From an optimization exercise on the open Yosys and OpenROAD flow, aimed at small area, a short achievable clock period and few clock cycles per item; shortcuts taken in it are not production practice. In this exercise RTL edits were held to simulation tests only and were not proved equivalent to the original.

==> build 30 <==
## ifft8_stream
module ifft8_stream #(
    parameter int DW = fft_pkg::FFT_DW,
    parameter int TW = fft_pkg::FFT_TW
) (
    input  logic                 clk,
    input  logic                 rst,
    input  logic                 in_valid,
    output logic                 in_ready,
    input  logic signed [DW-1:0] in_re,
    input  logic signed [DW-1:0] in_im,
    output logic                 out_valid,
    input  logic                 out_ready,
    output logic signed [DW-1:0] out_re,
    output logic signed [DW-1:0] out_im,
    output logic                 out_last,
    output logic                 busy
);
    localparam logic signed [15:0] KW = 16'sd11585;
    function automatic logic [15:0] hs(input logic signed [17:0] s);
        logic signed [16:0] h;
        h = s[17:1];
        if (h[16] != h[15]) hs = h[16] ? 16'h8000 : 16'h7fff;
        else                hs = h[15:0];
    endfunction
    logic [31:0] inq;
    logic        v_q, in_ready_q, busy_q;
    logic [31:0] d0, d1, d2, d3;       
    logic [2:0]  fp;                   
    logic [2:0]  r;                    
    logic [31:0] p0;
    logic        pv0;
    logic [31:0] e0, e1;
    logic        te0, te1;
    logic [2:0]  pos1;
    logic [31:0] p1;
    logic        pv1;
    logic [2:0]         posP;
    logic signed [16:0] pu, pv;
    logic               pmul, pt3, pP;
    logic signed [16:0] mu, mv;
  ...
clock: 14.0 ns
lec_check: 0
abc_clock_period_in_ps: 3500
cap_margin: 20
core_margin: 2
core_utilization: 40
slew_margin: 20
run.sh (not shown) runs the stock make flow with config.mk's settings and CLKGATE_MAP_FILE= SYNTH_SCRIPT=/design/flow/synth_recipe.tcl, a recipe that flattens the netlist after the stock synthesis.
==> build 17: changes against build 30 <==
- ABC_CLOCK_PERIOD_IN_PS: 3500 -> not set
==> metrics.csv <==
metric;value;unit
CP max FO;6;
Clock-cell share;0.0411;
Slew HR;0.273;
total track usage;0.173;
status;no timing/DRC/antenna violations;
Syn-to-layout area delta;9.35;%
biggest regs;oreg x33, skid x33;
Main synth FF type;edfxtp_1;
CP Depth;21;
largest net degree at the start of global routing;129;
count leader, synth;edfxtp_1;
-- figures above: build 30

==> metrics.csv <==
metric;value;unit
Skew-Pair Late Insertion Delay;0.64;ns
Syn-to-layout area delta;9.35;%
Setup TNS Final;0;ns
biggest regs;oreg x33, skid x33;
Clock-cell share;0.0411;
GR Util met3;0.0214;
Slew HR;0.273;
CP Depth;21;
Pre-antenna DRT Iters;6;
status;no timing/DRC/antenna violations;
count leader, synth;edfxtp_1;
Main synth FF type;edfxtp_1;
-- figures above: build 17

Testbench counts of build 30, summed over its fixed seeds: cycles 4,224, frames 512.
Testbench counts of build 17, summed over its fixed seeds: cycles 4,224, frames 512.

* * *

==> try-sierra <==
ifft8_stream, a different RTL version from the one above (not shown whole).
==> flow/config.mk <==
export PLATFORM = sky130hd
export DESIGN_NAME = ifft8_stream
export DESIGN_NICKNAME = ifft8_stream
export VERILOG_FILES = /design/flow/design.v
export SDC_FILE = /design/flow/constraint.sdc
export NUM_CORES = 4
export LEC_CHECK = 0
export ABC_AREA = 1
export CAP_MARGIN = 20
export CORE_MARGIN = 2
export CORE_UTILIZATION = 40
export SLEW_MARGIN = 20
==> flow/constraint.sdc <==
create_clock -name core_clock -period 14.0 [get_ports {clk}]
set_input_delay 2.8000 -clock core_clock [delete_from_list [all_inputs] [get_ports {clk}]]
set_output_delay 2.8000 -clock core_clock [all_outputs]
set_load 0.01 [all_outputs]
standard.sh (not shown) runs the stock make flow with config.mk's settings and CLKGATE_MAP_FILE= SYNTH_SCRIPT=/design/flow/synth_recipe.tcl, a recipe that flattens the netlist after the stock synthesis.
==> flow/flow/run.sh <==
#!/bin/bash
# The standard layout with larger clock-sink clusters (fewer clock buffers);
# timing repair aims 10 ns beyond the required setup slack and works on the
# worst 5% of endpoints.
bash standard.sh SETUP_SLACK_MARGIN=10 TNS_END_PERCENT=5 CTS_CLUSTER_SIZE=25 CTS_CLUSTER_DIAMETER=150 finish > standard.log 2>&1
==> try-pepper: changes against try-sierra <==
--- a/flow/design.v
+++ b/flow/design.v
@@ -215,18 +215,16 @@
     logic take_ok, accept, v_q_d, skid_valid_d;
     always_comb begin
         take_ok      = ~ovalid | out_ready;
         accept       = in_valid & in_ready_q;
         v_q_d        = accept | (v_q & ~consume);
         skid_valid_d = take_ok ? 1'b0 : (skid_valid | push);
     end
     always_ff @(posedge clk) begin
-        in_ready_q <= ~(v_q_d & skid_valid_d);
-        busy_q     <= v_q_d & skid_valid_d;
         if (accept) inq <= {in_re, in_im};
         if (consume) begin
             d3 <= d2; d2 <= d1; d1 <= d0;
             d0 <= fill ? inq : {s0_dr[16:1], s0_di[16:1]};
         end else if (drain) begin
             if (r >= 3'd2) d3 <= d2;
             if (r >= 3'd3) d2 <= d1;
             if (r >= 3'd4) d1 <= d0;
@@ -250,27 +248,29 @@
         if (go1 & (pv0 | te0)) e1 <= e0;
         if (go1 & pv0) e0 <= pos1[1] ? s1y : p0[31:0];
         if (go2 & pM) g <= pos2[0] ? s2y : {mu[15:0], mv[15:0]};
         if (take_ok) oreg <= skid_valid ? skid : {ol, ow};
         else if (push) skid <= {ol, ow};
     end
     always_ff @(posedge clk or posedge rst) begin
         if (rst) begin
-            v_q <= 1'b0;
+            v_q <= 1'b0; in_ready_q <= 1'b1; busy_q <= 1'b0;
             fp <= '0; r <= '0; pv0 <= 1'b0;
             te0 <= 1'b0; te1 <= 1'b0; pos1 <= '0; pv1 <= 1'b0;
             posP <= '0; pP <= 1'b0; pQ <= 1'b0; pM <= 1'b0;
             tg <= 1'b0; pos2 <= '0; wvq <= 1'b0;
             sv0 <= 1'b0; sv1 <= 1'b0; sv2 <= 1'b0;
             sl0 <= 1'b0; sl1 <= 1'b0; sl2 <= 1'b0;
             pos3 <= '0;
             ovalid <= 1'b0; skid_valid <= 1'b0;
         end else begin
             v_q        <= v_q_d;
+            in_ready_q <= ~(v_q_d & skid_valid_d);
+            busy_q     <= v_q_d & skid_valid_d;
             skid_valid <= skid_valid_d;
             if (take_ok) ovalid <= skid_valid | push;
             if (consume) begin
                 fp <= fp + 3'd1;
                 if (fp == 3'd7)          r <= 3'd4;
                 else if (r != 3'd0)      r <= r - 3'd1;
             end else if (drain) begin
                 r <= r - 3'd1;
==> flow/flow/run.sh (replaced) <==
#!/bin/bash
# The standard layout, with timing repair aiming 7 ns beyond the required setup slack.
bash standard.sh SETUP_SLACK_MARGIN=7 finish > standard.log 2>&1
==> flow/config.mk (replaced) <==
export PLATFORM = sky130hd
export DESIGN_NAME = ifft8_stream
export DESIGN_NICKNAME = ifft8_stream
export VERILOG_FILES = /design/flow/design.v
export SDC_FILE = /design/flow/constraint.sdc
export NUM_CORES = 4
export LEC_CHECK = 0
export CAP_MARGIN = 20
export CORE_MARGIN = 2
export CORE_UTILIZATION = 40
export SLEW_MARGIN = 20
==> try-nickel: changes against try-sierra <==
--- a/flow/design.v
+++ b/flow/design.v
@@ -215,18 +215,16 @@
     logic take_ok, accept, v_q_d, skid_valid_d;
     always_comb begin
         take_ok      = ~ovalid | out_ready;
         accept       = in_valid & in_ready_q;
         v_q_d        = accept | (v_q & ~consume);
         skid_valid_d = take_ok ? 1'b0 : (skid_valid | push);
     end
     always_ff @(posedge clk) begin
-        in_ready_q <= ~(v_q_d & skid_valid_d);
-        busy_q     <= v_q_d & skid_valid_d;
         if (accept) inq <= {in_re, in_im};
         if (consume) begin
             d3 <= d2; d2 <= d1; d1 <= d0;
             d0 <= fill ? inq : {s0_dr[16:1], s0_di[16:1]};
         end else if (drain) begin
             if (r >= 3'd2) d3 <= d2;
             if (r >= 3'd3) d2 <= d1;
             if (r >= 3'd4) d1 <= d0;
@@ -250,27 +248,29 @@
         if (go1 & (pv0 | te0)) e1 <= e0;
         if (go1 & pv0) e0 <= pos1[1] ? s1y : p0[31:0];
         if (go2 & pM) g <= pos2[0] ? s2y : {mu[15:0], mv[15:0]};
         if (take_ok) oreg <= skid_valid ? skid : {ol, ow};
         else if (push) skid <= {ol, ow};
     end
     always_ff @(posedge clk or posedge rst) begin
         if (rst) begin
-            v_q <= 1'b0;
+            v_q <= 1'b0; in_ready_q <= 1'b1; busy_q <= 1'b0;
             fp <= '0; r <= '0; pv0 <= 1'b0;
             te0 <= 1'b0; te1 <= 1'b0; pos1 <= '0; pv1 <= 1'b0;
             posP <= '0; pP <= 1'b0; pQ <= 1'b0; pM <= 1'b0;
             tg <= 1'b0; pos2 <= '0; wvq <= 1'b0;
             sv0 <= 1'b0; sv1 <= 1'b0; sv2 <= 1'b0;
             sl0 <= 1'b0; sl1 <= 1'b0; sl2 <= 1'b0;
             pos3 <= '0;
             ovalid <= 1'b0; skid_valid <= 1'b0;
         end else begin
             v_q        <= v_q_d;
+            in_ready_q <= ~(v_q_d & skid_valid_d);
+            busy_q     <= v_q_d & skid_valid_d;
             skid_valid <= skid_valid_d;
             if (take_ok) ovalid <= skid_valid | push;
             if (consume) begin
                 fp <= fp + 3'd1;
                 if (fp == 3'd7)          r <= 3'd4;
                 else if (r != 3'd0)      r <= r - 3'd1;
             end else if (drain) begin
                 r <= r - 3'd1;
==> flow/flow/run.sh (replaced) <==
#!/bin/bash
# The standard layout, with timing repair aiming 12 ns beyond the required setup slack.
bash standard.sh SETUP_SLACK_MARGIN=12 finish > standard.log 2>&1
==> flow/config.mk (replaced) <==
export PLATFORM = sky130hd
export DESIGN_NAME = ifft8_stream
export DESIGN_NICKNAME = ifft8_stream
export VERILOG_FILES = /design/flow/design.v
export SDC_FILE = /design/flow/constraint.sdc
export NUM_CORES = 4
export LEC_CHECK = 0
export CAP_MARGIN = 20
export CORE_MARGIN = 2
export CORE_UTILIZATION = 40
export SLEW_MARGIN = 20
==> try-fjord: changes against try-sierra <==
--- a/flow/design.v
+++ b/flow/design.v
@@ -82,60 +82,58 @@
     function automatic logic [15:0] hs(input logic [17:0] s);
         if (s[17] != s[16]) hs = s[17] ? 16'h8000 : 16'h7fff;
         else                hs = s[16:1];
     endfunction
     function automatic logic [63:0] csa(input logic [31:0] a, input logic [31:0] b,
                                         input logic [31:0] c);
         csa = {a ^ b ^ c, ((a & b) | (a & c) | (b & c)) << 1};
     endfunction
-    function automatic logic [16:0] kmul(input logic [17:0] v, input logic k8191);
-        logic [31:0] x, t13, t6, s1, c1, s2, c2, s3, c3, s4, c4, t;
-        x   = {{14{v[17]}}, v};
-        t13 = (x << 13) | 32'h1fff;
-        t6  = (x << 6) | {31'd0, ~k8191};
-        {s1, c1} = csa(t13, x << 11, x << 10);
-        {s2, c2} = csa(x << 8, t6, x);
+    function automatic logic [16:0] kmul(input logic [17:0] v, input logic [31:0] k);
+        logic [31:0] x, s1, c1, s2, c2, s3, c3, s4, c4, s5, c5, t;
+        x = {{14{v[17]}}, v};
+        {s1, c1} = csa(x << 13, x << 11, x << 10);
+        {s2, c2} = csa(x << 8, x << 6, x);
         {s3, c3} = csa(s1, c1, s2);
         {s4, c4} = csa(s3, c3, c2);
-        t = s4 + c4;
+        {s5, c5} = csa(s4, c4, k);
+        t = s5 + c5;
         kmul = t[30:14];
     endfunction
     logic [31:0] inq;
     logic        v_q, in_ready_q, busy_q;
     logic [31:0] d0, d1, d2, d3;       
     logic [2:0]  fp;                   
     logic [2:0]  r;                    
     logic [32:0] p0;                   
     logic        pv0;
     logic [31:0] e0, e1;
     logic        te0, te1;             
     logic [2:0]  pos1;
     logic [31:0] p1;
     logic        pv1;
     logic [2:0]  posP;
-    logic [16:0] pu, pv;
-    logic        pmul, pP;
-    logic [17:0] xop;                  
-    logic        xk;                   
-    logic [16:0] qu, qv, mu, mv;
-    logic        qmul, pQ, pM;
+    logic [17:0] pu;
+    logic [16:0] pv;
+    logic        pmul, pt3, pP;
+    logic [16:0] mu, mv;
+    logic        pM;
     logic [31:0] g;
     logic        tg;
     logic [2:0]  pos2;
-    logic [31:0] wq;
-    logic        wvq;
     logic [31:0] sr0, sr1, sr2;
     logic        sv0, sv1, sv2, sl0, sl1, sl2;
     logic [2:0]  pos3;
     logic [32:0] oreg, skid;
     logic        ovalid, skid_valid;
     logic fill, step, consume, drain, blk1, blk2, go1, go2;
     assign fill    = ~fp[2];
     assign step    = ~skid_valid;
+    assign inq     = {in_re, in_im};
+    assign v_q     = in_valid;
     assign consume = step & v_q;
     assign drain   = step & ~v_q & fill & (r != 3'd0);
     assign blk1    = pos1[1] & ~pv0;
     assign blk2    = pos2[0] & ~pM;
     assign go1     = step & ~blk1;
     assign go2     = step & ~blk2;
     logic [16:0] s0_sr, s0_si, s0_dr, s0_di, nrot;
     logic [32:0] s0_out;
@@ -157,140 +155,126 @@
     always_comb begin
         s1_sr = {{2{e1[31]}}, e1[31:16]} + {p0[32], p0[32:16]};
         s1_dr = {{2{e1[31]}}, e1[31:16]} - {p0[32], p0[32:16]};
         s1_si = {e1[15], e1[15:0]} + {p0[15], p0[15:0]};
         s1_di = {e1[15], e1[15:0]} - {p0[15], p0[15:0]};
         s1x = {s1_sr[16:1], s1_si[16:1]};
         s1y = {s1_dr[16:1], s1_di[16:1]};
     end
-    logic        t1, t2, t3, n_mul;
-    logic [16:0] re17, im17, ua, ub, va, vb;
-    logic [17:0] usum, vsum;
-    always_comb begin
-        t2   = posP[0] & ~posP[2] & posP[1];
-        t1   = posP[0] & posP[2] & ~posP[1];
-        t3   = posP[0] & posP[2] & posP[1];
-        n_mul = pv1 & (t1 | t3);
+    logic        b_w, t1, t2, t3;
+    logic [17:0] re18, im18, ua, ub;
+    logic [16:0] re17, im17, va, vb;
+    logic [18:0] usum;
+    logic [17:0] vsum;
+    always_comb begin
+        b_w  = posP[0];
+        t2   = b_w & ~posP[2] & posP[1];
+        t1   = b_w & posP[2] & ~posP[1];
+        t3   = b_w & posP[2] & posP[1];
+        re18 = {{2{p1[31]}}, p1[31:16]};
+        im18 = {{2{p1[15]}}, p1[15:0]};
         re17 = {p1[31], p1[31:16]};
         im17 = {p1[15], p1[15:0]};
-        ua   = t2 ? 17'd0 : re17;
-        ub   = t1 ? ~im17 : ((t2 | t3) ? im17 : 17'd0);
-        va   = (t1 | t2 | t3) ? re17 : im17;
+        ua   = t3 ? ~re18 : (t2 ? 18'd0 : re18);
+        ub   = (t1 | t2 | t3) ? ~im18 : 18'd0;
+        va   = t2 | t1 | t3 ? re17 : im17;
         vb   = t1 ? im17 : (t3 ? ~im17 : 17'd0);
-        usum = {ua, 1'b1} + {ub, t1};
+        usum = {ua, 1'b1} + {ub, t1 | t2 | t3};
         vsum = {va, 1'b1} + {vb, t3};
     end
-    logic [16:0] kprod;
-    always_comb kprod = kmul(xop, xk);
-    logic        swp;
     logic [17:0] s2_sr, s2_dr, s2_si, s2_di;
-    logic [15:0] h_sr, h_dr;
     logic [31:0] s2x, s2y, w2;
     logic        wv2;
     always_comb begin
-        swp   = pos2[1];
         s2_sr = {{2{g[31]}}, g[31:16]} + {mu[16], mu};
         s2_dr = {{2{g[31]}}, g[31:16]} - {mu[16], mu};
         s2_si = {{2{g[15]}}, g[15:0]}  + {mv[16], mv};
         s2_di = {{2{g[15]}}, g[15:0]}  - {mv[16], mv};
-        h_sr  = hs(s2_sr);
-        h_dr  = hs(s2_dr);
-        s2x = {swp ? h_dr : h_sr, hs(s2_si)};
-        s2y = {swp ? h_sr : h_dr, hs(s2_di)};
+        s2x = {hs(s2_sr), hs(s2_si)};
+        s2y = {hs(s2_dr), hs(s2_di)};
         w2  = pos2[0] ? s2x : g;
         wv2 = pos2[0] ? pM : tg;
     end
     logic        direct;
     logic [31:0] ow, tw;
     logic        ov, ol, tv, tl, push;
     always_comb begin
-        direct = wvq & ((pos3 == 3'd4) | (pos3 == 3'd6));
-        ow = direct ? wq : sr2;
+        direct = wv2 & ((pos3 == 3'd4) | (pos3 == 3'd6));
+        ow = direct ? w2 : sr2;
         ov = direct ? 1'b1 : sv2;
         ol = direct ? 1'b0 : sl2;
-        tw = direct ? sr2 : wq;
-        tv = direct ? sv2 : wvq;
-        tl = direct ? sl2 : (wvq & (pos3 == 3'd7));
+        tw = direct ? sr2 : w2;
+        tv = direct ? sv2 : wv2;
+        tl = direct ? sl2 : (wv2 & (pos3 == 3'd7));
         push = step & ov;
     end
-    logic take_ok, accept, v_q_d, skid_valid_d;
+    logic take_ok, skid_valid_d;
     always_comb begin
         take_ok      = ~ovalid | out_ready;
-        accept       = in_valid & in_ready_q;
-        v_q_d        = accept | (v_q & ~consume);
         skid_valid_d = take_ok ? 1'b0 : (skid_valid | push);
     end
     always_ff @(posedge clk) begin
-        in_ready_q <= ~(v_q_d & skid_valid_d);
-        busy_q     <= v_q_d & skid_valid_d;
-        if (accept) inq <= {in_re, in_im};
         if (consume) begin
             d3 <= d2; d2 <= d1; d1 <= d0;
             d0 <= fill ? inq : {s0_dr[16:1], s0_di[16:1]};
         end else if (drain) begin
             if (r >= 3'd2) d3 <= d2;
             if (r >= 3'd3) d2 <= d1;
             if (r >= 3'd4) d1 <= d0;
         end
         if (step) begin
             p0   <= s0_out;
             p1   <= pos1[1] ? s1x : e1;
-            pu   <= usum[17:1];
+            pu   <= usum[18:1];
             pv   <= vsum[17:1];
-            pmul <= n_mul;
-            xop  <= n_mul ? {usum[17], usum[17:1]} : {pv[16], pv};
-            xk   <= n_mul & t3;
-            qu   <= pmul ? kprod : pu;
-            qv   <= pv;
-            qmul <= pmul;
-            mu   <= qu;
-            mv   <= qmul ? kprod : qv;
-            wq   <= w2;
+            pmul <= t1 | t3;
+            pt3  <= t3;
+            mu   <= pmul ? kmul(pu, pt3 ? 32'd19777 : 32'd8192) : pu[16:0];
+            mv   <= pmul ? kmul({pv[16], pv}, 32'd8192) : pv;
             sr2 <= sr1; sr1 <= sr0; sr0 <= tw;
         end
         if (go1 & (pv0 | te0)) e1 <= e0;
         if (go1 & pv0) e0 <= pos1[1] ? s1y : p0[31:0];
         if (go2 & pM) g <= pos2[0] ? s2y : {mu[15:0], mv[15:0]};
         if (take_ok) oreg <= skid_valid ? skid : {ol, ow};
         else if (push) skid <= {ol, ow};
     end
     always_ff @(posedge clk or posedge rst) begin
         if (rst) begin
-            v_q <= 1'b0;
+            in_ready_q <= 1'b1; busy_q <= 1'b0;
             fp <= '0; r <= '0; pv0 <= 1'b0;
             te0 <= 1'b0; te1 <= 1'b0; pos1 <= '0; pv1 <= 1'b0;
-            posP <= '0; pP <= 1'b0; pQ <= 1'b0; pM <= 1'b0;
-            tg <= 1'b0; pos2 <= '0; wvq <= 1'b0;
+            posP <= '0; pP <= 1'b0; pM <= 1'b0;
+            tg <= 1'b0; pos2 <= '0;
             sv0 <= 1'b0; sv1 <= 1'b0; sv2 <= 1'b0;
             sl0 <= 1'b0; sl1 <= 1'b0; sl2 <= 1'b0;
             pos3 <= '0;
             ovalid <= 1'b0; skid_valid <= 1'b0;
         end else begin
-            v_q        <= v_q_d;
+            in_ready_q <= ~skid_valid_d;
+            busy_q     <= skid_valid_d;
             skid_valid <= skid_valid_d;
             if (take_ok) ovalid <= skid_valid | push;
             if (consume) begin
                 fp <= fp + 3'd1;
                 if (fp == 3'd7)          r <= 3'd4;
                 else if (r != 3'd0)      r <= r - 3'd1;
             end else if (drain) begin
                 r <= r - 3'd1;
             end
             if (step) begin
                 pv0  <= fill ? (r != 3'd0) : v_q;
                 pv1  <= pos1[1] ? pv0 : te1;
                 pP   <= pv1;
                 if (pv1) posP <= posP + 3'd1;
-                pQ   <= pP;
-                pM   <= pQ;
-                wvq  <= wv2;
+                pM   <= pP;
                 sv2 <= sv1; sv1 <= sv0; sv0 <= tv;
                 sl2 <= sl1; sl1 <= sl0; sl0 <= tl;
-                if (wvq) pos3 <= pos3 + 3'd1;
+                if (wv2) pos3 <= pos3 + 3'd1;
             end
             if (go1) begin
                 te1 <= te0;
                 te0 <= pv0 & pos1[1];
                 if (pv0) pos1 <= pos1 + 3'd1;
             end
             if (go2) begin
                 tg <= pM & pos2[0];
==> flow/run.sh (new file) <==
#!/bin/bash
# synth_recipe.tcl (not shown) runs the flow's synth.tcl, then flattens the netlist and writes it again
# the make line also repeats each setting of config.mk as NAME=value (left out here)
make -C /OpenROAD-flow-scripts/flow DESIGN_CONFIG=/design/flow/config.mk WORK_HOME=/design/flow/orfs CLKGATE_MAP_FILE= SYNTH_SCRIPT=/design/flow/synth_recipe.tcl finish
==> flow/config.mk (replaced) <==
export PLATFORM = sky130hd
export DESIGN_NAME = ifft8_stream
export DESIGN_NICKNAME = ifft8_stream
export VERILOG_FILES = /design/flow/design.v
export SDC_FILE = /design/flow/constraint.sdc
export NUM_CORES = 4
export LEC_CHECK = 0
export CAP_MARGIN = 20
export CORE_MARGIN = 2
export CORE_UTILIZATION = 60
export SLEW_MARGIN = 20
removed: flow/flow/run.sh
removed: flow/standard.sh
==> results.txt <==
Status
The run finished with no timing, DRC or antenna violations.

Cells and area
The number of non-clock inverters in the layout is 277. Relative to the synthesized area, the layout overhead comes to 11.67%. Cells with a size suffix above 1 make up 10.34% of the layout.

Clocking
The number of buffers added for setup after CTS is 0.

Route
Summing over every cut layer, the via total after detailed routing is 24787. The met2 routed wirelength is 42460 um.

Critical path
By startpoint and endpoint, the worst setup path is classified as register to register. The delay of the slowest cell on the worst path is 0.58 ns.

STA
The setup skew after layout is 0.02805 ns.
# the run above: try-pepper

==> results.txt <==
Status
The flow ran to the end and the layout has no timing, DRC or antenna violations.

Critical path
On the worst path, the slowest cell contributes a delay of 0.38 ns.

Cells and area
The number of non-clock inverters in the layout is 576. Compared with the post-synthesis result, the final layout area differs by 8.209%.

Route
In the detailed route, the total length drawn on met2 is 53380 um.
# the run above: try-sierra

==> results.txt <==
Status
The run finished with no timing, DRC or antenna violations.

STA
Clock skew on the completed layout was measured at 0.03379 ns.

Hold path
The number of stages on the worst hold path is 0.

Route
The total number of vias is 26896. The routed design uses 45130 um of met2 wire.

Critical path
On the worst path, the slowest cell contributes a delay of 0.90 ns. The critical path class is register to register.

Cells and area
The post-route netlist has 6.873% of its cells at a drive strength greater than 1. The layout has 333 inverters outside the clock class.
# the run above: try-fjord

==> results.txt <==
Status
The run finished with no timing, DRC or antenna violations.

Critical path
The critical path class is register to register. The delay of the slowest cell on the worst path is 0.56 ns.

Clocking
Buffers added to address setup during post-CTS repair amount to 269.

Cells and area
The area growth from synthesis to layout is 33.41%. The ratio of cells with drive above 1 in the final layout is 35.36%.

STA
Clock skew on the completed layout was measured at 0.03893 ns.

Route
Detailed routing inserted a total of 27637 vias.
# the run above: try-nickel

Testbench counts of try-sierra, summed over its fixed seeds: cycles 4,240, frames 512.
Testbench counts of try-pepper, summed over its fixed seeds: cycles 4,240, frames 512.
Testbench counts of try-nickel, summed over its fixed seeds: cycles 4,240, frames 512.
Testbench counts of try-fjord, summed over its fixed seeds: cycles 4,216, frames 512.

## static timing again, ports no longer ideal
No port has a modelled driver above. Below, the same layouts with a new extraction and two added sets of constraints. Step 1 assumes that a clkbuf_16 drives the clock port and a buf_2 every other input. Step 2 adds t to the input delays and takes it off the output delays; t is the mean of the earliest and latest rising clock arrival at the registers after step 1. Input paths then give back, and output paths get back, about the clock's delay inside the block. a / b / c = no drivers / after step 1 / after step 2; a / b = the first two.
| run | t, ns | slack for setup (ns) | slew at the worst register clock pin (ns) | cell pins on the clock port's net |
|---|---|---|---|---|
| build 30 | 0.692 | 7.469 / 7.469 / 7.469 | 0.07 / 0.07 | 1 |
| build 17 | 0.692 | 7.469 / 7.469 / 7.469 | 0.07 / 0.07 | 1 |
| try-sierra | 0.712 | 9.934 / 9.869 / 9.345 | 0.11 / 0.11 | 1 |
| try-pepper | 0.693 | 8.807 / 8.807 / 8.807 | 0.07 / 0.07 | 1 |
| try-nickel | 0.700 | 9.551 / 9.551 / 9.551 | 0.07 / 0.07 | 1 |
| try-fjord | 0.692 | 8.394 / 8.394 / 7.871 | 0.07 / 0.07 | 1 |
After both steps setup and hold are still met in every run listed. The setup slack of try-sierra, which loses most, moves by -0.065 ns with the drivers and by -0.589 ns with both steps.
